From an optimization exercise on the open Yosys and OpenROAD flow, aimed at small area, a short achievable clock period and few clock cycles; shortcuts taken in it are not production practice.
RTL that was checked went through simulation tests only; none was proved equivalent to the original.
Only the layout flow was run in run 4; the RTL was not checked for function there.

**design.v**
```verilog
`timescale 1ns / 1ps
`default_nettype none
package iap_pkg;
	localparam int CHAR_W         = 8;
	localparam int SAT_W          = 57;
	localparam int FLASH_W        = 5;
	localparam int MAX_DIGITS_DEF = 12;
	localparam logic [1:0] ST_OK        = 2'd0;
	localparam logic [1:0] ST_NO_DIGITS = 2'd1;
	localparam logic [1:0] ST_UNIT_ERR  = 2'd2;
	localparam logic [1:0] ST_OVERFLOW  = 2'd3;
endpackage
`default_nettype wire
`timescale 1ns / 1ps
`default_nettype none
module iap_mul10_add #(
	parameter int W = 57
) (
	input  wire [W-1:0] a,
	input  wire [3:0]   d,
	output wire [W-1:0] s
);
	localparam int N  = W;          
	localparam int NP = N + 1;      
	localparam int LV = (NP > 64) ? 7 : (NP > 32) ? 6 : (NP > 16) ? 5 : (NP > 8) ? 4 : 3;
	wire [2:0] xl = d[3] ? 3'b111 : d[2:0];
	wire       y0 = d[3];
	wire       ci = d[3] & d[0];
	wire [N-1:0] x = {a[W-4:0], xl};       
	wire [N-1:0] y = {a[W-2:0], y0};       
	wire [NP-1:0] g0 = {x & y, ci};
	wire [NP-1:0] p0 = {x ^ y, 1'b0};
	wire [NP-1:0] gl [LV+1];
	wire [NP-1:0] pl [LV+1];
	assign gl[0] = g0;
	assign pl[0] = p0;
	genvar l, i;
	generate
		for (l = 0; l < LV; l++) begin : g_lv
			for (i = 0; i < NP; i++) begin : g_pos
				if (((i >> l) & 1) == 1) begin : g_node
					localparam int J = ((i >> l) << l) - 1;
					assign gl[l+1][i] = gl[l][i] | (pl[l][i] & gl[l][J]);
					assign pl[l+1][i] = pl[l][i] & pl[l][J];
				end else begin : g_pass
					assign gl[l+1][i] = gl[l][i];
					assign pl[l+1][i] = pl[l][i];
				end
			end
		end
	endgenerate
	assign s = (x ^ y) ^ gl[LV][N-1:0];
endmodule
`default_nettype wire
`timescale 1ns / 1ps
`default_nettype none
import iap_pkg::*;
module invoice_amount_parser #(
	parameter int MAX_DIGITS = MAX_DIGITS_DEF
) (
	input  logic               clk,
	input  logic               arst_n,
	input  logic               in_valid,
	output logic               in_stall,
	input  logic [CHAR_W-1:0]  character,
	input  logic               last_char,
	output logic               out_valid,
	input  logic               out_stall,
	output logic [1:0]         status,
	output logic [SAT_W-1:0]   satoshis,
	output logic [FLASH_W-1:0] flash_count
);
	localparam logic [1:0] PH_SEEK  = 2'd0;
	localparam logic [1:0] PH_DIG   = 2'd1;
	localparam logic [1:0] PH_UNIT  = 2'd2;
	localparam logic [1:0] PH_DONE  = 2'd3;
	localparam logic [1:0] U_M = 2'd0;
	localparam logic [1:0] U_U = 2'd1;
	localparam logic [1:0] U_N = 2'd2;
	localparam logic [1:0] U_P = 2'd3;
	logic [1:0]  ph_q;
	logic [3:0]  cnt_q;       
	logic [3:0]  sig_q;       
	logic [1:0]  uk_q;        
	logic        ug_q;        
	logic [15:0] l_q;
	logic        accj_q;      
	logic        ended_q;     
	logic        loaded_q;    
	logic        stall_q;
	logic [1:0]  std_q;       
	logic [2:0]  kd_q;        
	logic [2:0]  occ_q;       
	logic        g_q;         
	logic        dz_q;        
	logic [56:0] acc_q;
	logic [2:0]  k_q;         
	logic [2:0]  z_q;         
	logic        active_q;
	logic        eended_q;
	logic        ov_q;
	logic [1:0]  st_q;
	logic [4:0]  fl_q;
	logic is_dig, is_let, is_mnup;
	logic [1:0] kind;
	assign is_dig = (character >= 8'h30) && (character <= 8'h39);
	assign is_let = ((character >= 8'h61) && (character <= 8'h7a)) ||
	                ((character >= 8'h41) && (character <= 8'h5a));
	always_comb begin
		is_mnup = 1'b1;
		kind    = U_M;
		unique case (character)
			8'h6d:   kind = U_M;
			8'h75:   kind = U_U;
			8'h6e:   kind = U_N;
			8'h70:   kind = U_P;
			default: is_mnup = 1'b0;
		endcase
	end
	logic       ir_v, ir_dig, ir_let, ir_mnup, ir_last;
	logic [1:0] ir_kind;
	logic [3:0] ir_d;
	logic       accept, ir_v_n, ir_dig_n;
	assign accept   = in_valid && !stall_q;
	logic dec, pending, can_load, load, proc, fresh;
	assign dec      = ended_q || (ph_q == PH_DONE);
	assign pending  = dec && !loaded_q;
	assign can_load = !active_q && !ov_q;
	logic load_q, fresh_q, blocked_q;
	assign load     = load_q;
	assign fresh    = fresh_q;
	assign proc     = ir_v && !blocked_q;
	logic [1:0]  ph_b, ph_n;
	logic [3:0]  cnt_b, sig_b, cnt_n;
	logic        ug_b;
	logic        in_run, take, ovf_set, unit_hit, pop;
	logic        ended_n, loaded_n;
	assign ph_b   = fresh ? PH_SEEK : ph_q;
	assign cnt_b  = fresh ? 4'd0 : cnt_q;
	assign sig_b  = fresh ? 4'd0 : sig_q;
	assign ug_b   = fresh ? 1'b0 : ug_q;
	assign in_run   = proc && ir_dig && ((ph_b == PH_SEEK) || (ph_b == PH_DIG));
	assign take     = in_run && (cnt_b < 4'(MAX_DIGITS));
	assign ovf_set  = in_run && !(cnt_b < 4'(MAX_DIGITS));
	assign unit_hit = proc && ir_let && ((ph_b == PH_DIG) || (ph_b == PH_UNIT));
	assign pop      = take && (cnt_b >= 4'd4);
	always_comb begin
		ph_n = ph_b;
		unique case (ph_b)
			PH_SEEK: if (ir_dig) ph_n = PH_DIG;
			PH_DIG:  if (ir_let) ph_n = PH_DONE; else if (!ir_dig) ph_n = PH_UNIT;
			PH_UNIT: if (ir_let) ph_n = PH_DONE;
			default: ph_n = PH_DONE;
		endcase
	end
	assign ended_n  = proc ? ir_last : ended_q;
	assign loaded_n = (proc && fresh) ? 1'b0 : (loaded_q || load);
	assign cnt_n    = proc ? (take ? cnt_b + 4'd1 : (ovf_set ? 4'd13 : cnt_b)) : cnt_q;
	always_ff @(posedge clk or negedge arst_n) begin
		if (!arst_n) begin
			ended_q  <= 1'b1;
			loaded_q <= 1'b1;
		end else begin
			ended_q  <= ended_n;
			loaded_q <= loaded_n;
		end
	end
	logic [1:0] ph_x, uk_x;
	logic       ug_x, accj_x;
	assign ph_x   = proc ? ph_n : ph_q;
	assign ug_x   = proc ? (unit_hit ? ir_mnup : ug_b) : ug_q;
	assign uk_x   = unit_hit ? ir_kind : uk_q;
	assign accj_x = proc ? ((fresh ? 1'b0 : accj_q) || pop) : accj_q;
	always_ff @(posedge clk) begin
		ph_q   <= ph_x;
		ug_q   <= ug_x;
		cnt_q  <= cnt_n;
		accj_q <= accj_x;
		uk_q   <= uk_x;
		if (proc) begin
			if (take) begin
				sig_q <= (sig_b == 4'd0) ? {3'd0, ir_d != 4'd0} : sig_b + 4'd1;
			end else begin
				sig_q <= sig_b;
			end
		end
	end
	logic       shift;
	logic [2:0] wpos;
	assign shift = epop || pop;
	logic [2:0] occ_cur, occ_n;
	assign occ_cur = load ? kd_q : occ_q;
	assign wpos    = (occ_cur == 3'd4) ? 3'd3 : occ_cur - {2'd0, epop};
	assign occ_n   = occ_cur - {2'd0, epop} + {2'd0, take && !pop};
	always_ff @(posedge clk) begin
		for (int i = 0; i < 4; i++) begin
			if (take && wpos == 3'(i)) begin
				l_q[15-4*i -: 4] <= ir_d;
			end else if (shift) begin
				l_q[15-4*i -: 4] <= (i == 3) ? 4'd0 : l_q[11-4*i -: 4];
			end
		end
	end
	logic [1:0] st_ld;
	logic [2:0] k_ld, z_ld;
	logic [4:0] fl_ld;
	logic       ok_ld;
	function automatic logic [1:0] f_status(input logic [1:0] ph, input logic [3:0] cnt, input logic ug);
		if (ph == PH_SEEK)             f_status = ST_NO_DIGITS;
		else if (cnt == 4'd13)         f_status = ST_OVERFLOW;
		else if (ph != PH_DONE || !ug) f_status = ST_UNIT_ERR;
		else                           f_status = ST_OK;
	endfunction
	function automatic logic [2:0] f_pops(input logic ok, input logic [1:0] uk, input logic [3:0] cnt);
		logic [2:0] c;
		c = (cnt >= 4'd4) ? 3'd4 : cnt[2:0];
		if (!ok)            f_pops = 3'd0;
		else if (uk == U_N) f_pops = c - 3'd1;
		else if (uk == U_P) f_pops = 3'd0;
		else                f_pops = c;
	endfunction
	assign st_ld = std_q;
	assign ok_ld = (std_q == ST_OK);
	assign k_ld  = kd_q;
	always_comb begin
		z_ld  = 3'd0;
		fl_ld = 5'd1;
		if (ok_ld) begin
			unique case (uk_q)
				U_M: begin z_ld = 3'd5; if (sig_q != 4'd0) fl_ld = {1'b0, sig_q} + 5'd5; end
				U_U: begin z_ld = 3'd2; if (sig_q != 4'd0) fl_ld = {1'b0, sig_q} + 5'd2; end
				U_N: begin              if (sig_q > 4'd1)  fl_ld = {1'b0, sig_q} - 5'd1; end
				default: begin          if (sig_q > 4'd4)  fl_ld = {1'b0, sig_q} - 5'd4; end
			endcase
		end
	end
	logic        step, epop, eend_now, eended_n, fin;
	logic [2:0]  k_n, z_n;
	logic        active_n, ov_n;
	logic lpop;
	assign lpop     = load && (k_ld != 3'd0);
	assign epop     = (active_q && (k_q != 3'd0)) || lpop;
	assign step     = active_q && ((k_q != 3'd0) || (z_q != 3'd0));
	assign eend_now = proc && ir_last && !ended_q && (loaded_q || load);
	assign eended_n = load ? (ended_q || eend_now) : (eended_q || eend_now);
	assign k_n      = load ? (k_ld - {2'd0, lpop}) : ((active_q && (k_q != 3'd0)) ? k_q - 3'd1 : k_q);
	assign z_n      = load ? z_ld : ((step && !epop) ? z_q - 3'd1 : z_q);
	logic kz_n, zz_n;
	assign kz_n     = load ? (k_ld[2:1] == 2'd0) :
	                  ((k_q[2:1] == 2'd0) && (!k_q[0] || active_q));
	assign zz_n     = load ? (z_ld == 3'd0) :
	                  ((z_q[2:1] == 2'd0) && (!z_q[0] || (active_q && (k_q == 3'd0))));
	assign fin      = (load || active_q) && kz_n && zz_n && eended_n;
	assign active_n = (load || active_q) && !fin;
	assign ov_n     = fin || (ov_q && out_stall);
	logic busy_n, load_n, fresh_n, blocked_n, pending_x;
	assign busy_n    = active_n || ov_n;
	assign load_n    = pending_x && !busy_n;
	assign fresh_n   = ended_n && (loaded_n || load_n);
	assign blocked_n = (ended_n && !loaded_n && !load_n) ||
	                   (ir_dig_n && !fresh_n && (ph_x == PH_DIG) && (cnt_n >= 4'd4) &&
	                    (cnt_n < 4'(MAX_DIGITS)) && busy_n);
	assign ir_v_n    = accept || (ir_v && !proc);
	assign ir_dig_n  = accept ? is_dig : ir_dig;
	always_ff @(posedge clk or negedge arst_n) begin
		if (!arst_n) begin
			ir_v <= 1'b0;
		end else begin
			ir_v <= ir_v_n;
		end
	end
	always_ff @(posedge clk) begin
		if (accept) begin
			ir_dig  <= is_dig;
			ir_let  <= is_let;
			ir_mnup <= is_mnup;
			ir_kind <= kind;
			ir_d    <= character[3:0];
			ir_last <= last_char;
		end
	end
	always_ff @(posedge clk or negedge arst_n) begin
		if (!arst_n) begin
			active_q <= 1'b0;
			ov_q     <= 1'b0;
			stall_q  <= 1'b0;
			load_q   <= 1'b0;
			fresh_q  <= 1'b1;
			blocked_q <= 1'b0;
		end else begin
			active_q <= active_n;
			ov_q     <= ov_n;
			stall_q  <= ir_v_n && blocked_n;
			load_q   <= load_n;
			fresh_q  <= fresh_n;
			blocked_q <= blocked_n;
		end
	end
	logic [56:0] h_a, h_s;
	logic [3:0]  h_d;
	logic step_x, ok_x, g_x, dz_x;
	logic [2:0] kld_x;
	assign step_x    = active_n && !(kz_n && zz_n);
	assign pending_x = (ended_n || (ph_x == PH_DONE)) && !loaded_n;
	logic [1:0] st_x;
	assign st_x      = f_status(ph_x, cnt_n, ug_x);
	assign ok_x      = (st_x == ST_OK);
	assign kld_x     = f_pops(ok_x, uk_x, proc ? cnt_b : cnt_q);
	assign g_x       = step_x || (pending_x ? (ok_x && accj_x) : accj_x);
	assign dz_x      = step_x ? kz_n : (pending_x && (kld_x == 3'd0));
	assign h_a = acc_q;
	assign h_d = dz_q ? 4'd0 : l_q[15:12];
	iap_mul10_add #(.W(57)) u_h (.a(h_a), .d(h_d), .s(h_s));
	always_ff @(posedge clk or negedge arst_n) begin
		if (!arst_n) begin
			occ_q <= 3'd0;
		end else begin
			occ_q <= occ_n;
		end
	end
	always_ff @(posedge clk) begin
		g_q  <= g_x;
		dz_q <= dz_x;
	end
	always_ff @(posedge clk) begin
		std_q    <= st_x;
		kd_q     <= kld_x;
		eended_q <= eended_n;
		k_q      <= k_n;
		z_q      <= z_n;
		if (load) begin
			st_q  <= st_ld;
			fl_q  <= fl_ld;
		end
		if (step || pop || (load && ((k_ld != 3'd0) || !(ok_ld && accj_q)))) begin
			acc_q <= g_q ? h_s : {53'd0, h_d};
		end
	end
	assign in_stall    = stall_q;
	assign out_valid   = ov_q;
	assign status      = st_q;
	assign satoshis    = acc_q;
	assign flash_count = fl_q;
endmodule
`default_nettype wire
```
**flow/run.sh**
```bash
#!/bin/bash
set -euo pipefail
M=6.1
bash standard.sh "SETUP_SLACK_MARGIN=$M" \
  "BUFFER_PORTS_ARGS=-buffer_cell sky130_fd_sc_hd__buf_1" \
  "CTS_ARGS=-sink_clustering_enable -repair_clock_nets -dont_use_dummy_load -buf_list {sky130_fd_sc_hd__clkbuf_4 sky130_fd_sc_hd__clkbuf_8}" \
  finish > make_finish.log 2>&1
```
**standard.sh**
```bash
#!/bin/bash
# synth_recipe.tcl (not shown) runs the flow's synth.tcl, then flattens the netlist and writes it again
# the make line also repeats each setting of config.mk as NAME=value (left out here)
make -C /OpenROAD-flow-scripts/flow DESIGN_CONFIG=/design/flow/config.mk WORK_HOME=/design/flow/orfs CLKGATE_MAP_FILE= SYNTH_SCRIPT=/design/flow/synth_recipe.tcl "${@:-finish}"
```
**config.mk**
```make
export PLATFORM = sky130hd
export DESIGN_NAME = invoice_amount_parser
export DESIGN_NICKNAME = invoice_amount_parser
export VERILOG_FILES = /design/flow/design.v
export SDC_FILE = /design/flow/constraint.sdc
export NUM_CORES = 4
export LEC_CHECK = 0
export ABC_AREA = 1
export CAP_MARGIN = 20
export CORE_MARGIN = 2
export CORE_UTILIZATION = 66
export CTS_BUF_LIST = sky130_fd_sc_hd__clkbuf_4 sky130_fd_sc_hd__clkbuf_8
export SLEW_MARGIN = 20
```
**constraint.sdc**
```tcl
create_clock -name core_clock -period 9.0 [get_ports {clk}]
set_input_delay 1.8000 -clock core_clock [delete_from_list [all_inputs] [get_ports {clk}]]
set_output_delay 1.8000 -clock core_clock [all_outputs]
set_load 0.01 [all_outputs]
```
==> flow_summary.yaml, run 1 <==
synthesis:
  netlist_area_sq_um: 9087
  synth_cells: 1158
  avgSynthCellArea_sq_um: 7.848
  postSynth.asyncResetShare_pct: 9.231
  synthFlopType: "edfxtp_1"
  ys_warn_count: 2
  synth_nets: 1251
  synth_edf_count: 99
  synth.yosys.seq_area_share_pct: 40.25
  ys_types: 60
  ys_seq_elements: 130
detailed_routing:
  first_pass_iters: 5
  drc_errors: 0
  drtAntennaViolNets: 0
  dr_total_vias: 7720
  via_per_inst: 5.406
  wl_per_cell_microns: 13.25
  drt_wl_total_microns: 18930
  drtIter0Drc: 506
floorplan:
  start_util_pct: 68.08
  rows: 42
  die_y_microns: 121.3
  die-area_sq_um: 14720
  die_w_microns: 121.3
  coreArea_sq_um: 13350
  ioPinCount: 79
hold_path:
  hold_path.class: "reg -> reg"
  holdPathEnd: "st_q[1]"
  hold_depth: 0
  hold_path_startpoint: "std_q[1]"
final_layout:
  n_fill_cell: 1087
  syn_to_final_growth_pct: 8.550
  antenna_cells: 0
  final_common_cell: "nand2_1"
  mostFrequentLayoutCells: "nand2_1 (276), inv_1 (159), nor2_1 (152), edfxtp_1 (99), a21oi_1 (79)"
  drive_gt1_share_pct: 9.265
  fin_nets: 1347
  layout.cells.non_filler: 1428
timing:
  skew_ns: 0.02604
  relSlewSlack_pct: 48.08
  fin_crit_sh_pct: 32.40
  rsz0062_at_grt: "true"
  fin_tns_setup_ns: 0
  holdWs_ns: 0.4395
  finalCriticalPeriod_ns: 2.916
  tightest_slew_ns: 0.7789
  finalHoldViolCount: 0
  drv_slew: 0
  max_freq_mhz: 342.9
  setup_viol: 0
global_route:
  grt_max_degree: 58
  overflow: 0
  antenna_found_initial: 0
  grt_pass1_wl_microns: 31340
  grt_util_all_layers_pct: 26.53
  grt_pass1_vias: 7066
setup_path:
  worstPathMaxFanout: 5
  arrival_ns: 1.12
  crit_chain: "buf_6"
  r2r-end: "acc_q[32]"
  path_class: "reg -> out"
  crit_required_ns: 7.20
  slowest_delay_ns: 0.50
  cp-startpoint: "acc_q[0]"
  start_kind: "flip-flop"
  ff2ff_path_depth: 14
  critPathBufInv: 1
  crit_family: "flip-flops"
  r2r_start: "acc_q[0]"
  reg2reg_slack_ns: 6.23
  cp_slowest_cell: "edfxtp_1"
  crit_path_end_kind: "output port"
clock_tree:
  clock_path_buffers: 2
  htree_levels: 4
  clock_sinks: 130
  clock-root-buffer: "clkbuf_8"
  clock_latency_ns: 0.45
  cts_tree: "built"
  cts_buffers: 17
  path_clk_slew_ns: 0.07
place:
  dp_hpwl_microns: 14030
  dp_cells: 1402
  gp_congestion: 0.8296
  io_buffers: 78
status:
  outcome: "finished clean"
flow_run:
  maxCapViolations: 0
==> logic make-up after synthesis <==
group                      share of synthesized area, %
and+or+nand+nor                                   28.29
AOI/OAI and AO/OA                                 10.34
xor gates and xnor gates                          1.446
buffers and inverters                             8.068
DFF                                               40.25
muxes                                            0.2616
adders and majority gates                         11.35
==> stage by stage <==
stage / setup slack, ns / utilization [%] / area (sq um)
6_report: 6.084 / 73.90 / 9864
5_1_grt: 6.054 / 73.90 / 9864
4_1_cts: 6.050 / 73.40 / 9797
3_5_place_dp: 5.929 / 71.45 / 9537
3_3_place_gp: 5.977 / 71.45 / 9537
2_1_floorplan: 6.187 / - / 9095
==> registers in the layout, summed over array words and instances, names as in the netlist, 2 cells and up <==
name / cells
acc_q: 57
l_q: 16
fl_q: 5
cnt_q: 4
ir_d: 4
sig_q: 4
k_q: 3
kd_q: 3
occ_q: 3
z_q: 3
ir_kind: 2
ph_q: 2
st_q: 2
std_q: 2
uk_q: 2
==> worst max-delay path by stage <==
stage | to | slack, ns | depth (start not counted)
2_1_floorplan | stall_q | 6.19 | 10
3_5_place_dp | stall_q | 5.93 | 11
6_report | satoshis[0] | 6.08 | 1
5_1_grt | satoshis[0] | 6.05 | 1
4_1_cts | satoshis[0] | 6.05 | 1
3_3_place_gp | stall_q | 5.98 | 11
==> cells in the mapped netlist (7+ instances only) <==
library cell  count  share of area (%)
xor2_1            7               0.67
xnor2_1           8               0.77
a21oi_1          79                4.4
nor2_1          153                6.3
nand2_2          33                2.3
inv_2            12               0.50
nor3_1           11               0.61
o21ai_1          19                1.0
edfxtp_1         99                 33
dfrtp_1           9                2.5
nand2_1         277                 11
ha_1             76                 10
inv_1           159                6.6
dfxtp_1          19                4.2
o21ai_0          41                2.3
nand3_2           8               0.88
nand3_1          58                3.2
==> repair_timing <==
item,4_1_cts,5_1_grt
setup buffers,2,6
hold buffers,0,0
resized for setup,3,5
setup endpoints to repair,4,33
pin swaps,0,1
cloned,0,1
==> layer usage <==
layer / track usage, % / vias to the layer above / part of all wire [%]
li1: - / 3993 / -
met1: 32.52 / 3506 / 43
met2: 47.40 / 190 / 51
met3: 3.994 / 31 / 3.9
met4: 9.483 / 0 / 2.0
met5: 0 / - / 0
==> final cells by class <==
type / count / area, sq um / share of cell area, %
Multi-Input combinational cell: 845 / 4727 / 47.92
Sequential cell: 130 / 3659 / 37.09
Inverter: 172 / 646.9 / 6.558
Timing Repair Buffer: 88 / 377.9 / 3.831
Clock buffer: 17 / 234.0 / 2.372
Tap cell: 176 / 220.2 / 2.232
Testbench counts, summed over its fixed seeds: cycles 33,131.
==> inputs of run 2 (changes only) <==
--- a/config.mk
+++ b/config.mk
@@ -9,5 +9,5 @@
 export CAP_MARGIN = 20
 export CORE_MARGIN = 2
-export CORE_UTILIZATION = 66
+export CORE_UTILIZATION = 50
 export CTS_BUF_LIST = sky130_fd_sc_hd__clkbuf_4 sky130_fd_sc_hd__clkbuf_8
 export SLEW_MARGIN = 20
==> run 2 against run 1 <==
Setup slack better by 0.059 ns. First-iteration DRC count decreased by 35%. Non-clock buffer count is 3 higher. Global-route usage is 6.2 points lower. Largest cell class unchanged. Synthesized cell count unchanged. Sequential cell count stayed put. Fmax rose by 2.1%.
==> flow_summary.yaml, run 2 <==
synthesis:
  ys_types: 60
  yosysMostFrequentCell: "nand2_1"
  synthFlopType: "edfxtp_1"
  synth_nets: 1251
  netlist_area_sq_um: 9087
  postSynth.asyncResetShare_pct: 9.231
  yosysTopAreaCell: "edfxtp_1"
  ys_seq_elements: 130
  ys_top_cells_by_count: "nand2_1 (277), inv_1 (159), nor2_1 (153), edfxtp_1 (99), a21oi_1 (79)"
  synth.yosys.seq_area_share_pct: 40.25
  ys_warn_count: 2
  avgSynthCellArea_sq_um: 7.848
  synth_area_leaders: "edfxtp_1 (33%), nand2_1 (11%), ha_1 (10%)"
  synth_top_area_share_pct: 32.71
  synth_edf_count: 99
  synth_cells: 1158
clock_tree:
  clock_path_buffers: 2
  clock_sinks: 130
  cts_tree: "built"
  cts_buffers: 17
  htree_levels: 4
  path_clk_slew_ns: 0.06
  clock_latency_ns: 0.43
  clock-root-buffer: "clkbuf_8"
  cts_hold_buf: 0
timing:
  relSlewSlack_pct: 47.82
  fin_tns_setup_ns: 0
  max_freq_mhz: 350.0
  rsz0062_at_grt: "true"
  finalCriticalPeriod_ns: 2.857
  fin_crit_sh_pct: 31.74
  tightest_slew_ns: 0.7828
  skew_ns: 0.02394
  finalHoldViolCount: 0
  drv_slew: 0
  setup_viol: 0
  holdWs_ns: 0.4353
detailed_routing:
  drtIter0Drc: 327
  via_per_inst: 5.086
  top_layer_used: "met4"
  dr_total_vias: 7547
  drc_errors: 0
  met3_length_microns: 563
  drtAntennaViolNets: 0
  first_pass_iters: 5
  drt-met1-wl_microns: 8809
  met2_length_microns: 9595
  drt_wl_total_microns: 19330
  wl_per_cell_microns: 13.03
floorplan:
  die-area_sq_um: 19270
  ioPinCount: 79
  start_util_pct: 50.76
  die_y_microns: 138.8
  coreArea_sq_um: 17900
  rows: 49
  die_w_microns: 138.8
hold_path:
  hold_path.class: "reg -> reg"
  hold_path_startpoint: "std_q[1]"
final_layout:
  mostFrequentLayoutCells: "nand2_1 (277), inv_1 (159), nor2_1 (152), edfxtp_1 (99), a21oi_1 (79)"
  fin_nets: 1350
  regArea_sq_um: 3660
  top_register: "acc_q"
  multi_input_comb_area_sq_um: 4730
  syn_to_final_growth_pct: 9.514
  reg_top3: "acc_q: 57 flops, l_q: 16 flops, fl_q: 5 flops"
  antenna_cells: 0
  final_common_cell: "nand2_1"
  largest_reg_flops: 57
  layout.cells.non_filler: 1484
  drive_gt1_share_pct: 9.562
  n_fill_cell: 1714
  fin_util_pct: 55.59
setup_path:
  slowest_delay_ns: 0.47
  reg2reg_slack_ns: 6.29
  cp_slowest_cell: "edfxtp_1"
  critPathBufInv: 1
  r2r_start: "dz_q"
  crit_chain: "buf_1"
  crit_required_ns: 7.20
  start_kind: "flip-flop"
  worstPathMaxFanout: 3
  crit_path_end_kind: "output port"
  arrival_ns: 1.06
  path_class: "reg -> out"
  crit_family: "flip-flops"
  cp-startpoint: "acc_q[53]"
place:
  dp_hpwl_microns: 14410
  gp_congestion: 0.8510
  io_buffers: 78
  dp_cells: 1455
global_route:
  grt_util_all_layers_pct: 20.35
  grt_pass1_vias: 7004
  grt_max_degree: 58
  grt_pass1_wl_microns: 32520
  overflow: 0
  antenna_found_initial: 0
status:
  outcome: "finished clean"
flow_run:
  maxCapViolations: 0
run 2: cell counts after synthesis:
Identical to the previous run, type by type.
run 2: repair_timing:
| item | in CTS | in global routing |
|---|---|---|
| setup buffers | 7 | 4 |
| gates cloned | 0 | 1 |
| gates resized for setup | 4 | 3 |
| setup endpoints to repair | 6 | 22 |
| pin swaps | 0 | 1 |
run 2: cell families (layout without fill, tap and decap cells):
group / after synthesis / in the layout / synth area share (%)
fa+ha+maj: 80 / 80 / 11.35
flops: 130 / 130 / 40.25
buf+inv: 184 / 280 / 8.068
mux: 2 / 2 / 0.2616
compound gates: 170 / 170 / 10.34
simple gates: 577 / 578 / 28.29
xor+xnor: 15 / 15 / 1.446
run 2: final timing paths:
kind | endpoint | cells after the start
min in group asynchronous | stall_q | 1
max in group asynchronous | load_q | 1
worst max-delay path | satoshis[53] | 1
worst min-delay path | st_q[1] | 0
worst min register to register | st_q[1] | 0
worst max register to register | acc_q[32] | 16
run 2: area by class of cell:
cell class,instances,share of cell area (%)
clock buffers,17,2.351
inverters,172,6.500
multi-input cells,845,47.52
flip-flops and latches,130,36.77
well taps,229,2.879
repair buffers,91,3.973
run 2: metrics by stage:
stage / area, sq um / setup slack (ns)
6_report: 9952 / 6.143
4_1_cts: 9903 / 6.103
2_1_floorplan: 9095 / 6.187
3_5_place_dp: 9604 / 5.926
5_1_grt: 9952 / 6.071
3_3_place_gp: 9604 / 5.955
run 2: per-layer routing:
metal	vias to the layer above	track usage, %
li1	3994	-
met2	138	35.86
met5	-	0
met3	23	2.970
met4	0	6.114
met1	3392	26.01
==> inputs of run 3 (changes only) <==
--- a/config.mk
+++ b/config.mk
@@ -9,5 +9,5 @@
 export CAP_MARGIN = 20
 export CORE_MARGIN = 2
-export CORE_UTILIZATION = 50
+export CORE_UTILIZATION = 60
 export CTS_BUF_LIST = sky130_fd_sc_hd__clkbuf_4 sky130_fd_sc_hd__clkbuf_8
 export SLEW_MARGIN = 20
==> run 3 against run 2 <==
Still clean. Global-route usage is 3.4 points higher.
==> flow_summary.yaml, run 3 <==
status:
  outcome: "finished clean"
setup_path:
  crit_chain: "buf_1"
  arrival_ns: 1.07
  ff2ff_path_depth: 15
  start_kind: "flip-flop"
  worstPathMaxFanout: 3
  crit_path_end_kind: "output port"
  cp_slowest_cell: "edfxtp_1"
  reg2reg_slack_ns: 6.34
  crit_required_ns: 7.20
  path_class: "reg -> out"
  r2r_start: "l_q[15]"
  slowest_delay_ns: 0.45
  r2r-end: "acc_q[32]"
  crit_family: "flip-flops"
  critPathBufInv: 1
  cp.depth: 1
global_route:
  grt_util_all_layers_pct: 23.75
  antenna_found_initial: 0
  overflow: 0
  grt_max_degree: 58
  grt_pass1_vias: 6848
  grt_pass1_wl_microns: 31080
clock_tree:
  cts_tree: "built"
  cts_buffers: 17
  clock_sinks: 130
  clock_path_buffers: 2
  clock_latency_ns: 0.45
  path_clk_slew_ns: 0.08
  htree_levels: 4
  clock-root-buffer: "clkbuf_8"
place:
  dp_hpwl_microns: 14030
  io_buffers: 78
  gp_congestion: 0.8367
  dp_cells: 1410
synthesis:
  ys_types: 60
  ys_warn_count: 2
  synth_edf_count: 99
  synthFlopType: "edfxtp_1"
  synth_cells: 1158
  ys_top_cells_by_count: "nand2_1 (277), inv_1 (159), nor2_1 (153), edfxtp_1 (99), a21oi_1 (79)"
  postSynth.asyncResetShare_pct: 9.231
  ys_seq_elements: 130
  synth_area_leaders: "edfxtp_1 (33%), nand2_1 (11%), ha_1 (10%)"
  yosysTopAreaCell: "edfxtp_1"
  synth.yosys.seq_area_share_pct: 40.25
  netlist_area_sq_um: 9087
  avgSynthCellArea_sq_um: 7.848
  yosysMostFrequentCell: "nand2_1"
  synth_top_area_share_pct: 32.71
  synth_nets: 1251
timing:
  finalCriticalPeriod_ns: 2.867
  setup_viol: 0
  max_freq_mhz: 348.8
  finalHoldViolCount: 0
  fin_tns_setup_ns: 0
  drv_slew: 0
  rsz0062_at_grt: "false"
  skew_ns: 0.03029
  fin_crit_sh_pct: 31.86
  holdWs_ns: 0.4432
  relSlewSlack_pct: 47.07
  tightest_slew_ns: 0.7939
floorplan:
  rows: 44
  die_y_microns: 127.1
  coreArea_sq_um: 14640
  die-area_sq_um: 16150
  start_util_pct: 62.06
  ioPinCount: 79
  die_w_microns: 127.1
hold_path:
  hold_path.class: "reg -> reg"
  hold_path_startpoint: "std_q[1]"
  hold_depth: 0
  holdPathEnd: "st_q[1]"
final_layout:
  reg_top3: "acc_q: 57 flops, l_q: 16 flops, fl_q: 5 flops"
  antenna_cells: 0
  largest_reg_flops: 57
  multi_input_comb_area_sq_um: 4727
  n_fill_cell: 1286
  top_register: "acc_q"
  mostFrequentLayoutCells: "nand2_1 (276), inv_1 (159), nor2_1 (152), edfxtp_1 (99), a21oi_1 (79)"
  syn_to_final_growth_pct: 8.825
  final_common_cell: "nand2_1"
  drive_gt1_share_pct: 9.402
  layout.cells.non_filler: 1439
  fin_util_pct: 67.53
  regArea_sq_um: 3660
  fin_nets: 1350
detailed_routing:
  drtAntennaViolNets: 0
  wl_per_cell_microns: 13.08
  dr_total_vias: 7679
  first_pass_iters: 5
  drtIter0Drc: 439
  drt_wl_total_microns: 18820
  via_per_inst: 5.336
  drc_errors: 0
flow_run:
  maxCapViolations: 0
run 3: how the worst max path moves through the flow:
stage                         to  startpoint
global placement         stall_q    in_valid
CTS                  satoshis[4]    acc_q[4]
global route        satoshis[51]   acc_q[51]
floorplan                stall_q    in_valid
finish              satoshis[51]   acc_q[51]
detailed placement       stall_q    in_valid
run 3: kinds of logic after synthesis:
kind of cell | share of synthesized area [%]
XOR/XNOR | 1.446
adder cells (fa/ha/maj) | 11.35
AO/OA/AOI/OAI | 10.34
buffers and inverters | 8.068
multiplexers | 0.2616
flip-flops | 40.25
AND/OR/NAND/NOR | 28.29
run 3: cell type report:
cell class                 instances  share of cell area (%)
clock buffer                      17                   2.366
inverter                         172                   6.541
multi-input combinational        845                   47.80
sequential                       130                   37.01
tap                              184                   2.328
timing repair buffer              91                   3.960
run 3: what timing repair did:
item / in CTS / in global routing
hold buffers: 0 / 0
endpoints found under the setup margin: 5 / 22
gates cloned: 0 / 1
pin swaps: 0 / 1
resized for setup: 2 / 2
setup buffers: 4 / 7
run 3: metal layers:
layer	global-route usage, %	up-vias	part of all wire, %
li1	-	4004	-
met1	31.12	3523	47
met2	40.58	129	49
met3	4.062	23	3.2
met4	7.304	0	1.6
met5	0	-	0
run 3: worst register-to-register path: cells and delay by family, from the launching register on:
kind,cells,cell delay (ns)
XOR/XNOR,1,0.16
adder cells (fa/ha/maj),2,0.69
buffers and inverters,1,0.05
flip-flops,1,0.40
AND/OR/NAND/NOR,11,1.10
run 3: metrics by stage:
stage          instance area (sq um)  setup slack, ns
2_1_floorplan                   9095            6.187
4_1_cts                         9822            6.103
3_5_place_dp                    9548            5.910
3_3_place_gp                    9548            5.955
6_report                        9889            6.133
5_1_grt                         9889            6.101
==> inputs of run 4 (changes only) <==
--- a/design.v
+++ b/design.v
@@ -85,5 +85,4 @@
 	logic        ug_q;        
 	logic [15:0] l_q;
-	logic        accj_q;      
 	logic        ended_q;     
 	logic        loaded_q;    
@@ -157,11 +156,14 @@
 	assign loaded_n = (proc && fresh) ? 1'b0 : (loaded_q || load);
 	assign cnt_n    = proc ? (take ? cnt_b + 4'd1 : (ovf_set ? 4'd13 : cnt_b)) : cnt_q;
+	logic ne_q, nl_q;
+	assign ended_q  = !ne_q;
+	assign loaded_q = !nl_q;
 	always_ff @(posedge clk or negedge arst_n) begin
 		if (!arst_n) begin
-			ended_q  <= 1'b1;
-			loaded_q <= 1'b1;
+			ne_q <= 1'b0;
+			nl_q <= 1'b0;
 		end else begin
-			ended_q  <= ended_n;
-			loaded_q <= loaded_n;
+			ne_q <= !ended_n;
+			nl_q <= !loaded_n;
 		end
 	end
@@ -171,10 +173,11 @@
 	assign ug_x   = proc ? (unit_hit ? ir_mnup : ug_b) : ug_q;
 	assign uk_x   = unit_hit ? ir_kind : uk_q;
-	assign accj_x = proc ? ((fresh ? 1'b0 : accj_q) || pop) : accj_q;
+	logic accj_q;
+	assign accj_q = (cnt_q >= 4'd5);
+	assign accj_x = (cnt_n >= 4'd5);
 	always_ff @(posedge clk) begin
 		ph_q   <= ph_x;
 		ug_q   <= ug_x;
 		cnt_q  <= cnt_n;
-		accj_q <= accj_x;
 		uk_q   <= uk_x;
 		if (proc) begin
--- a/flow/run.sh
+++ b/flow/run.sh
@@ -1,5 +1,5 @@
 #!/bin/bash
 set -euo pipefail
-M=6.1
+M=5.6
 bash standard.sh "SETUP_SLACK_MARGIN=$M" \
   "BUFFER_PORTS_ARGS=-buffer_cell sky130_fd_sc_hd__buf_1" \
--- a/config.mk
+++ b/config.mk
@@ -6,5 +6,4 @@
 export NUM_CORES = 4
 export LEC_CHECK = 0
-export ABC_AREA = 1
 export CAP_MARGIN = 20
 export CORE_MARGIN = 2
==> run 4 against run 3 <==
Sequential cell count is 1 lower. Wire length fell by 3.1%. Utilization decreased by 0.83 points. Die area decreased by 7.2%. Global-route usage is 1.5 points higher. Cell count is 24% lower. Synthesized area fell by 7.4%. Fmax shrank 14%. Synthesized cell count down 27%. First-iteration DRC count down 4.6%. Critical path depth up 10. Non-clock buffer count decreased by 6. Critical endpoint is now acc_q[49]. Largest cell class unchanged.
==> flow_summary.yaml, run 4 <==
timing:
  fin_ws_ns: 5.677
  rsz0062_at_grt: "true"
  relSlewSlack_pct: 40.79
  fin_crit_sh_pct: 36.92
  max_freq_mhz: 301.0
  fin_tns_setup_ns: 0
  finalHoldViolCount: 0
  skew_ns: 0.03322
  drv_slew: 0
  setup_viol: 0
  tightest_slew_ns: 0.8863
  finalCriticalPeriod_ns: 3.323
  holdWs_ns: 0.4514
clock_tree:
  clock_path_buffers: 2
  htree_levels: 4
  cts_hold_buf: 0
  cts_buffers: 17
  clock_latency_ns: 0.45
  clock-root-buffer: "clkbuf_8"
  clock_sinks: 129
  cts_tree: "built"
  path_clk_slew_ns: 0.08
setup_path:
  worstPathMaxFanout: 4
  start_kind: "flip-flop"
  ff2ff_path_depth: 11
  r2r-end: "acc_q[49]"
  arrival_ns: 3.51
  crit_path_end_kind: "flip-flop"
  path_class: "reg -> reg"
  reg2reg_slack_ns: 5.68
  r2r_start: "acc_q[21]"
  crit_required_ns: 9.18
place:
  dp_hpwl_microns: 13530
  preCtsSetupSlack_ns: 5.431
  gp_congestion: 0.8562
  placed_area_sq_um: 8887
  io_buffers: 78
synthesis:
  yosysTopAreaCell: "edfxtp_1"
  netlist_area_sq_um: 8417
  synth_cells: 841
  ys_top_cells_by_count: "edfxtp_1 (99), nor2_1 (87), ha_1 (76), nand2_1 (63), a21oi_1 (56)"
  ys_types: 83
  postSynth.asyncResetShare_pct: 9.302
  synth_area_leaders: "edfxtp_1 (35%), ha_1 (11%), dfxtp_1 (4.3%)"
  ys_warn_count: 2
  avgSynthCellArea_sq_um: 10.01
  synth_nets: 934
  ys_seq_elements: 129
  synth_edf_count: 99
  yosysMostFrequentCell: "edfxtp_1"
  synth_top_area_share_pct: 35.32
  synthFlopType: "edfxtp_1"
  synth.yosys.seq_area_share_pct: 43.18
detailed_routing:
  drc_errors: 0
  drt_wl_total_microns: 18240
  dr_total_vias: 6575
  drtIter0Drc: 419
  wl_per_cell_microns: 16.58
  first_pass_iters: 5
  via_per_inst: 5.977
  drtAntennaViolNets: 0
hold_path:
  holdPathEnd: "st_q[1]"
  hold_path_startpoint: "std_q[1]"
  hold_path.class: "reg -> reg"
  hold_depth: 0
final_layout:
  mostFrequentLayoutCells: "edfxtp_1 (99), nor2_1 (87), buf_1 (78), ha_1 (76), nand2_1 (63)"
  drive_gt1_share_pct: 7.500
  top_register: "acc_q"
  multi_input_comb_area_sq_um: 4544
  final_common_cell: "edfxtp_1"
  regArea_sq_um: 3636
  fin_util_pct: 66.71
  antenna_cells: 0
  n_fill_cell: 1143
  fin_nets: 1015
  design_area_sq_um: 9188
  reg_top3: "acc_q: 57 flops, l_q: 16 flops, fl_q: 5 flops"
  largest_reg_flops: 57
  syn_to_final_growth_pct: 9.157
floorplan:
  coreArea_sq_um: 13770
  rows: 43
  ioPinCount: 79
  die_y_microns: 122.4
  die_w_microns: 122.4
  start_util_pct: 61.11
  die-area_sq_um: 14990
global_route:
  grt_pass1_wl_microns: 29870
  grt_util_all_layers_pct: 25.20
  overflow: 0
  grt_pass1_vias: 6457
  antenna_found_initial: 0
  grt_max_degree: 58
flow_run:
  maxCapViolations: 0
status:
  outcome: "finished clean"
run 4: cell types whose count changed after synthesis, moves of 23 or more:
cell     previous run  this run
a21oi_1            79        56
inv_1             159        53
nand2_1           277        63
nand2_2            33         0
nand3_1            58        22
nor2_1            153        87
run 4: final cells by class:
class | instances | share of cell area (%)
Clock buffer | 17 | 2.547
Timing Repair Buffer | 85 | 3.759
Sequential cell | 129 | 39.58
Multi-Input combinational cell | 635 | 49.46
Inverter | 54 | 2.206
Tap cell | 180 | 2.451
run 4: metrics by stage:
step,cells
2_1_floorplan,841
3_3_place_gp,1079
3_5_place_dp,1079
4_1_cts,1098
5_1_grt,1100
6_report,1100
run 4: routing by layer:
layer  vias to the layer above  GRT usage (%)  share of wire, %
li1                       3229              -                 -
met1                      3164          30.96                43
met2                       148          44.55                51
met3                        34          3.717               3.6
met4                         0          9.986               2.0
met5                         -              0                 0
run 4: critical path: stages, from the launching register on:
cell      delay (ns)
edfxtp_1        0.43
ha_1            0.37
a21o_1          0.21
a221oi_2        0.29
o21ai_1         0.12
a221o_1         0.44
a221oi_4        0.38
a21oi_4         0.12
buf_4           0.17
o31ai_2         0.28
nand3_1         0.11
nor3b_2         0.16
run 4: how the worst max path moves through the flow:
stage                   start  cells past startpoint  slack, ns   endpoint
detailed placement   in_valid                      9       5.43    stall_q
finish              acc_q[21]                     11       5.68  acc_q[49]
global route        acc_q[21]                     11       5.55  acc_q[49]
global placement     in_valid                      9       5.58    stall_q
CTS                   l_q[15]                     13       5.60  acc_q[49]
floorplan            in_valid                      8       5.82    stall_q
run 4: logic make-up after synthesis:
logic type	Yosys count	synth area share [%]
compound gates	202	16.83
xor+xnor	39	4.058
fa+ha+maj	80	12.25
buf+inv	77	3.449
flops	129	43.18
mux	25	3.166
simple gates	289	17.07
run 4: timing repair:
action,4_1_cts,5_1_grt
setup endpoints to repair,1,27
cloned,0,0
gates resized for setup,0,6
endpoints found under the hold margin,0,0
pin swaps,1,1
buffers inserted,2,2
==> inputs of run 5 (changes only) <==
--- a/design.v
+++ b/design.v
@@ -85,4 +85,5 @@
 	logic        ug_q;        
 	logic [15:0] l_q;
+	logic        accj_q;      
 	logic        ended_q;     
 	logic        loaded_q;    
@@ -156,14 +157,11 @@
 	assign loaded_n = (proc && fresh) ? 1'b0 : (loaded_q || load);
 	assign cnt_n    = proc ? (take ? cnt_b + 4'd1 : (ovf_set ? 4'd13 : cnt_b)) : cnt_q;
-	logic ne_q, nl_q;
-	assign ended_q  = !ne_q;
-	assign loaded_q = !nl_q;
 	always_ff @(posedge clk or negedge arst_n) begin
 		if (!arst_n) begin
-			ne_q <= 1'b0;
-			nl_q <= 1'b0;
+			ended_q  <= 1'b1;
+			loaded_q <= 1'b1;
 		end else begin
-			ne_q <= !ended_n;
-			nl_q <= !loaded_n;
+			ended_q  <= ended_n;
+			loaded_q <= loaded_n;
 		end
 	end
@@ -173,11 +171,10 @@
 	assign ug_x   = proc ? (unit_hit ? ir_mnup : ug_b) : ug_q;
 	assign uk_x   = unit_hit ? ir_kind : uk_q;
-	logic accj_q;
-	assign accj_q = (cnt_q >= 4'd5);
-	assign accj_x = (cnt_n >= 4'd5);
+	assign accj_x = proc ? ((fresh ? 1'b0 : accj_q) || pop) : accj_q;
 	always_ff @(posedge clk) begin
 		ph_q   <= ph_x;
 		ug_q   <= ug_x;
 		cnt_q  <= cnt_n;
+		accj_q <= accj_x;
 		uk_q   <= uk_x;
 		if (proc) begin
==> flow/run.sh (replaced) <==
#!/bin/bash
set -euo pipefail
M=6.1
bash standard.sh "SETUP_SLACK_MARGIN=$M" \
  "BUFFER_PORTS_ARGS=-buffer_cell sky130_fd_sc_hd__buf_1" \
  "CTS_ARGS=-sink_clustering_enable -repair_clock_nets -dont_use_dummy_load -buf_list {sky130_fd_sc_hd__clkbuf_8 sky130_fd_sc_hd__clkbuf_16}" \
  finish > make_finish.log 2>&1
--- a/config.mk
+++ b/config.mk
@@ -6,7 +6,8 @@
 export NUM_CORES = 4
 export LEC_CHECK = 0
+export ABC_AREA = 1
 export CAP_MARGIN = 20
 export CORE_MARGIN = 2
 export CORE_UTILIZATION = 60
-export CTS_BUF_LIST = sky130_fd_sc_hd__clkbuf_4 sky130_fd_sc_hd__clkbuf_8
+export CTS_BUF_LIST = sky130_fd_sc_hd__clkbuf_8 sky130_fd_sc_hd__clkbuf_16
 export SLEW_MARGIN = 20
==> run 5 against run 4 <==
Still clean. Cell count rose by 30%. Register-to-register slack better by 0.67 ns. Sequential cell count increased by 1. Non-clock buffer count down 2. Die area grew 7.7%. Utilization increased by 1.8 points. First-iteration DRC count grew 14%.
==> flow_summary.yaml, run 5 <==
status:
  outcome: "finished clean"
floorplan:
  start_util_pct: 62.06
  rows: 44
  die_y_microns: 127.1
  ioPinCount: 79
  coreArea_sq_um: 14640
  die-area_sq_um: 16150
  die_w_microns: 127.1
synthesis:
  synth_top_area_share_pct: 32.71
  synth_edf_count: 99
  avgSynthCellArea_sq_um: 7.848
  ys_types: 60
  synth_cells: 1158
  synth_nets: 1251
  synth_area_leaders: "edfxtp_1 (33%), nand2_1 (11%), ha_1 (10%)"
  yosysTopAreaCell: "edfxtp_1"
  ys_top_cells_by_count: "nand2_1 (277), inv_1 (159), nor2_1 (153), edfxtp_1 (99), a21oi_1 (79)"
  ys_seq_elements: 130
  postSynth.asyncResetShare_pct: 9.231
  yosysMostFrequentCell: "nand2_1"
  netlist_area_sq_um: 9087
  synth.yosys.seq_area_share_pct: 40.25
  ys_warn_count: 2
  synthFlopType: "edfxtp_1"
detailed_routing:
  drt_wl_total_microns: 19010
  first_pass_iters: 5
  drtIter0Drc: 478
  drc_errors: 0
  drtAntennaViolNets: 0
  via_per_inst: 5.391
  dr_total_vias: 7714
  wl_per_cell_microns: 13.29
hold_path:
  hold_depth: 0
  hold_path.class: "reg -> reg"
place:
  dp_hpwl_microns: 14030
  gp_congestion: 0.8367
  io_buffers: 78
setup_path:
  path_class: "reg -> out"
  crit_required_ns: 7.20
  crit_family: "flip-flops"
  slowest_delay_ns: 0.48
  arrival_ns: 1.06
  critPathBufInv: 1
  cp.depth: 1
  crit_path_end_kind: "output port"
  ff2ff_path_depth: 15
  crit_chain: "buf_1"
  cp_slowest_cell: "edfxtp_1"
  worstPathMaxFanout: 4
  start_kind: "flip-flop"
clock_tree:
  htree_levels: 4
  clock_path_buffers: 2
  cts_buffers: 17
  clock_sinks: 130
  cts_hold_buf: 0
  cts_tree: "built"
  clock_latency_ns: 0.42
  clock-root-buffer: "clkbuf_16"
  path_clk_slew_ns: 0.05
timing:
  rsz0062_at_grt: "false"
  fin_tns_setup_ns: 0
  finalHoldViolCount: 0
  setup_viol: 0
  finalCriticalPeriod_ns: 2.856
  relSlewSlack_pct: 46.32
  max_freq_mhz: 350.1
  skew_ns: 0.02205
  drv_slew: 0
  tightest_slew_ns: 0.8053
  fin_crit_sh_pct: 31.74
final_layout:
  fin_nets: 1342
  antenna_cells: 0
  drive_gt1_share_pct: 8.901
  largest_reg_flops: 57
  final_common_cell: "nand2_1"
  syn_to_final_growth_pct: 10.34
  mostFrequentLayoutCells: "nand2_1 (276), inv_1 (159), nor2_1 (152), edfxtp_1 (99), a21oi_1 (79)"
  reg_top3: "acc_q: 57 flops, l_q: 16 flops, fl_q: 5 flops"
  top_register: "acc_q"
global_route:
  grt_max_degree: 58
  grt_pass1_wl_microns: 31220
  met2_usage_pct: 41.49
  grt_use_met3_pct: 4.355
  overflow: 0
  antenna_found_initial: 0
  met1_usage_pct: 30.83
  top_usage_layer: "met2"
  grt_util_all_layers_pct: 23.89
  grt_pass1_vias: 6865
flow_run:
  maxCapViolations: 0
## run 5: final timing paths
check / to / start / slack (ns)
worst max-delay path: satoshis[6] / acc_q[6] / 6.14
worst min-delay path: st_q[1] / std_q[1] / 0.44
worst max register to register: acc_q[32] / l_q[15] / 6.35
worst min register to register: st_q[1] / std_q[1] / 0.44
max in group asynchronous: load_q / arst_n / 7.10
min in group asynchronous: ov_q / arst_n / 1.40
## run 5: logic make-up (layout without fill, tap and decap cells)
family | Yosys count | in the layout | synth area share, %
compound gates | 170 | 170 | 10.34
xor+xnor | 15 | 15 | 1.446
fa+ha+maj | 80 | 80 | 11.35
buf+inv | 184 | 272 | 8.068
flops | 130 | 130 | 40.25
mux | 2 | 2 | 0.2616
simple gates | 577 | 578 | 28.29
## run 5: cell type report
class                           instances  area, sq um
Multi-Input combinational cell        845         4732
Clock buffer                           17        425.4
Timing Repair Buffer                   83        332.8
Tap cell                              184        230.2
Fill cell                            1260         4617
Sequential cell                       130         3660
Inverter                              172        646.9
## run 5: through the flow
stage / hold slack (ns) / cells / instance area, sq um / utilization, % / setup slack, ns
floorplan: 0.4090 / 1158 / 9095 / - / 6.187
global placement: 0.4269 / 1410 / 9548 / 65.20 / 5.955
detailed placement: 0.4219 / 1410 / 9548 / 65.20 / 5.910
CTS: 0.4428 / 1428 / 9991 / 68.22 / 6.111
global route: 0.4631 / 1431 / 10030 / 68.47 / 6.110
finish: 0.4399 / 1431 / 10030 / 68.47 / 6.144
## run 5: repair_timing
| item | CTS | global route |
|---|---|---|
| buffers inserted | 1 | 2 |
| pin swaps | 0 | 1 |
| endpoints found under the setup margin | 2 | 20 |
| resized for setup | 2 | 4 |
| gates cloned | 0 | 1 |
## run 5: routing by layer
layer	vias up	share of wire, %
li1	3999	-
met1	3537	45
met2	155	49
met3	23	4.1
met4	0	1.5
met5	-	0
Testbench counts of run 5, summed over its fixed seeds: cycles 33,131.
==> inputs of run 6 (changes only) <==
==> flow/run.sh (replaced) <==
#!/bin/bash
set -euo pipefail
M=6.1
bash standard.sh "SETUP_SLACK_MARGIN=$M" \
  "BUFFER_PORTS_ARGS=-buffer_cell sky130_fd_sc_hd__buf_1" \
  "CTS_ARGS=-sink_clustering_enable -repair_clock_nets -dont_use_dummy_load -buf_list {sky130_fd_sc_hd__clkbuf_16}" \
  finish > make_finish.log 2>&1
--- a/config.mk
+++ b/config.mk
@@ -10,4 +10,4 @@
 export CORE_MARGIN = 2
 export CORE_UTILIZATION = 60
-export CTS_BUF_LIST = sky130_fd_sc_hd__clkbuf_8 sky130_fd_sc_hd__clkbuf_16
+export CTS_BUF_LIST = sky130_fd_sc_hd__clkbuf_16
 export SLEW_MARGIN = 20
==> run 6 against run 5 <==
Non-clock buffer count unchanged. Via count unchanged. Count of clock-buffer cells in the layout unchanged. Critical endpoint unchanged. Largest cell class unchanged.
==> flow_summary.yaml, run 6 <==
clock_tree:
  clock-root-buffer: "clkbuf_16"
  cts_tree: "built"
  clock_latency_ns: 0.42
  path_clk_slew_ns: 0.05
  clock_sinks: 130
  cts_buffers: 17
  clock_path_buffers: 2
  htree_levels: 4
floorplan:
  rows: 44
  ioPinCount: 79
  start_util_pct: 62.06
  die-area_sq_um: 16150
  die_w_microns: 127.1
  die_y_microns: 127.1
  coreArea_sq_um: 14640
synthesis:
  synth_xor_area_share_pct: 1.446
  synthAdderAreaFrac_pct: 11.35
  synth_area_leaders: "edfxtp_1 (33%), nand2_1 (11%), ha_1 (10%)"
  synth_nets: 1251
  yosysTopAreaCell: "edfxtp_1"
  synth.yosys.seq_area_share_pct: 40.25
  synth_top_area_share_pct: 32.71
  ys_types: 60
  synth_edf_count: 99
  postSynth.asyncResetShare_pct: 9.231
  synth_cells: 1158
  yosysMostFrequentCell: "nand2_1"
  ys_top_cells_by_count: "nand2_1 (277), inv_1 (159), nor2_1 (153), edfxtp_1 (99), a21oi_1 (79)"
  synth_top_family_by_area: "simple AND/OR/NAND/NOR gates"
  avgSynthCellArea_sq_um: 7.848
  synth_mux_area_share_pct: 0.2616
  synthSimpleGateAreaFrac_pct: 28.29
  ys_seq_elements: 130
  synthFlopType: "edfxtp_1"
  ys_warn_count: 2
  synth-compound-area-share_pct: 10.34
  netlist_area_sq_um: 9087
setup_path:
  crit_path_end_kind: "output port"
  crit_family: "flip-flops"
  reg2reg_slack_ns: 6.35
  worstPathMaxFanout: 4
  arrival_ns: 1.06
  crit_chain: "buf_1"
  cp_slowest_cell: "edfxtp_1"
  critPathBufInv: 1
  slowest_delay_ns: 0.48
  crit_required_ns: 7.20
  path_class: "reg -> out"
  start_kind: "flip-flop"
timing:
  drv_slew: 0
  relSlewSlack_pct: 46.32
  max_freq_mhz: 350.1
  fin_tns_setup_ns: 0
  setup_viol: 0
  tightest_slew_ns: 0.8053
  finalCriticalPeriod_ns: 2.856
  skew_ns: 0.02205
  rsz0062_at_grt: "false"
  fin_crit_sh_pct: 31.74
  finalHoldViolCount: 0
final_layout:
  multi_input_comb_area_sq_um: 4732
  syn_to_final_growth_pct: 10.34
  final_common_cell: "nand2_1"
  fin_nets: 1342
  largest_reg_flops: 57
  n_fill_cell: 1260
  drive_gt1_share_pct: 8.901
  regArea_sq_um: 3660
  top_register: "acc_q"
  antenna_cells: 0
  mostFrequentLayoutCells: "nand2_1 (276), inv_1 (159), nor2_1 (152), edfxtp_1 (99), a21oi_1 (79)"
  reg_top3: "acc_q: 57 flops, l_q: 16 flops, fl_q: 5 flops"
  fin_util_pct: 68.47
place:
  io_buffers: 78
  gp_congestion: 0.8367
  dp_hpwl_microns: 14030
global_route:
  antenna_found_initial: 0
  grt_pass1_wl_microns: 31220
  grt_pass1_vias: 6865
  overflow: 0
  grt_util_all_layers_pct: 23.89
  grt_max_degree: 58
detailed_routing:
  first_pass_iters: 5
  drtIter0Drc: 478
  wl_per_cell_microns: 13.29
  drtAntennaViolNets: 0
  via_per_inst: 5.391
  dr_total_vias: 7714
  drt_wl_total_microns: 19010
  drc_errors: 0
status:
  outcome: "finished clean"
flow_run:
  maxCapViolations: 0
hold_path:
  hold_path.class: "reg -> reg"
-- run 6: cell counts after synthesis --
No cell type changed its count.
-- run 6: area by class of cell --
type | count | share of cell area, %
Multi-Input combinational cell | 845 | 47.19
Timing Repair Buffer | 83 | 3.319
Tap cell | 184 | 2.296
Clock buffer | 17 | 4.243
Sequential cell | 130 | 36.50
Inverter | 172 | 6.451
-- run 6: what timing repair did --
item | CTS | global route
hold buffers | 0 | 0
setup buffers | 1 | 2
gates cloned | 0 | 1
endpoints found under the setup margin | 2 | 20
pin swaps | 0 | 1
gates resized for setup | 2 | 4
-- run 6: per-layer routing --
metal	vias up	global-route usage, %	share of wire (%)
met5	-	0	0
met4	0	6.658	1.5
met3	23	4.355	4.1
met2	155	41.49	49
met1	3537	30.83	45
li1	3999	-	-
-- run 6: cell families (layout without fill, tap and decap cells) --
kind of cell | Yosys count | count (layout)
fa+ha+maj | 80 | 80
xor+xnor | 15 | 15
simple gates | 577 | 578
flops | 130 | 130
compound gates | 170 | 170
buf+inv | 184 | 272
mux | 2 | 2
-- run 6: final timing paths --
kind                          start           to  depth (start not counted)
setup reg to reg            l_q[15]    acc_q[32]                         15
hold / removal             std_q[1]      st_q[1]                          0
min in group asynchronous    arst_n         ov_q                          1
max in group asynchronous    arst_n       load_q                          1
setup / recovery           acc_q[6]  satoshis[6]                          1
hold reg to reg            std_q[1]      st_q[1]                          0
-- run 6: metrics by stage --
stage	area, sq um	worst slack, ns	cells	hold WS, ns
floorplan	9095	6.187	1158	0.4090
global placement	9548	5.955	1410	0.4269
detailed placement	9548	5.910	1410	0.4219
CTS	9991	6.111	1428	0.4428
global route	10030	6.110	1431	0.4631
finish	10030	6.144	1431	0.4399

-- separate check: timing with driven ports --
The results above use ideal ports. As a check the final layouts listed here were re-extracted and re-timed, cells and wires unchanged. Step 1, drivers: a clkbuf_16 drives clk and a buf_2 each remaining input, both assumed. Step 2 adds t to the input delays and takes it off the output delays; t is the mean of the earliest and latest rising clock arrival at the registers after step 1. Input paths then give back, and output paths get back, about the clock's delay inside the block. Three values: no drivers, after step 1, after step 2; two values: the first two.
run | shift t [ns] | slack for setup (ns) | worst setup path after step 2 | clock arrival spread, ns | worst register clock-pin slew, ns
run 1 | 0.473 | 6.084 / 6.049 / 5.924 | input to register | 0.026 / 0.026 | 0.08 / 0.08
run 2 | 0.462 | 6.143 / 6.106 / 6.078 | input to register | 0.028 / 0.029 | 0.08 / 0.08
run 3 | 0.476 | 6.133 / 6.095 / 5.922 | input to register | 0.030 / 0.030 | 0.08 / 0.08
run 4 | 0.471 | 5.677 / 5.677 / 5.472 | input to register | 0.033 / 0.033 | 0.08 / 0.08
run 5 | 0.453 | 6.144 / 6.101 / 6.056 | input to register | 0.022 / 0.022 | 0.06 / 0.06
run 6 | 0.453 | 6.144 / 6.101 / 6.056 | input to register | 0.022 / 0.022 | 0.06 / 0.06
After both steps setup and hold are still met in every run listed. For run 3, which loses most, drivers alone change the setup slack by -0.038 ns; drivers and shift together by -0.211 ns.
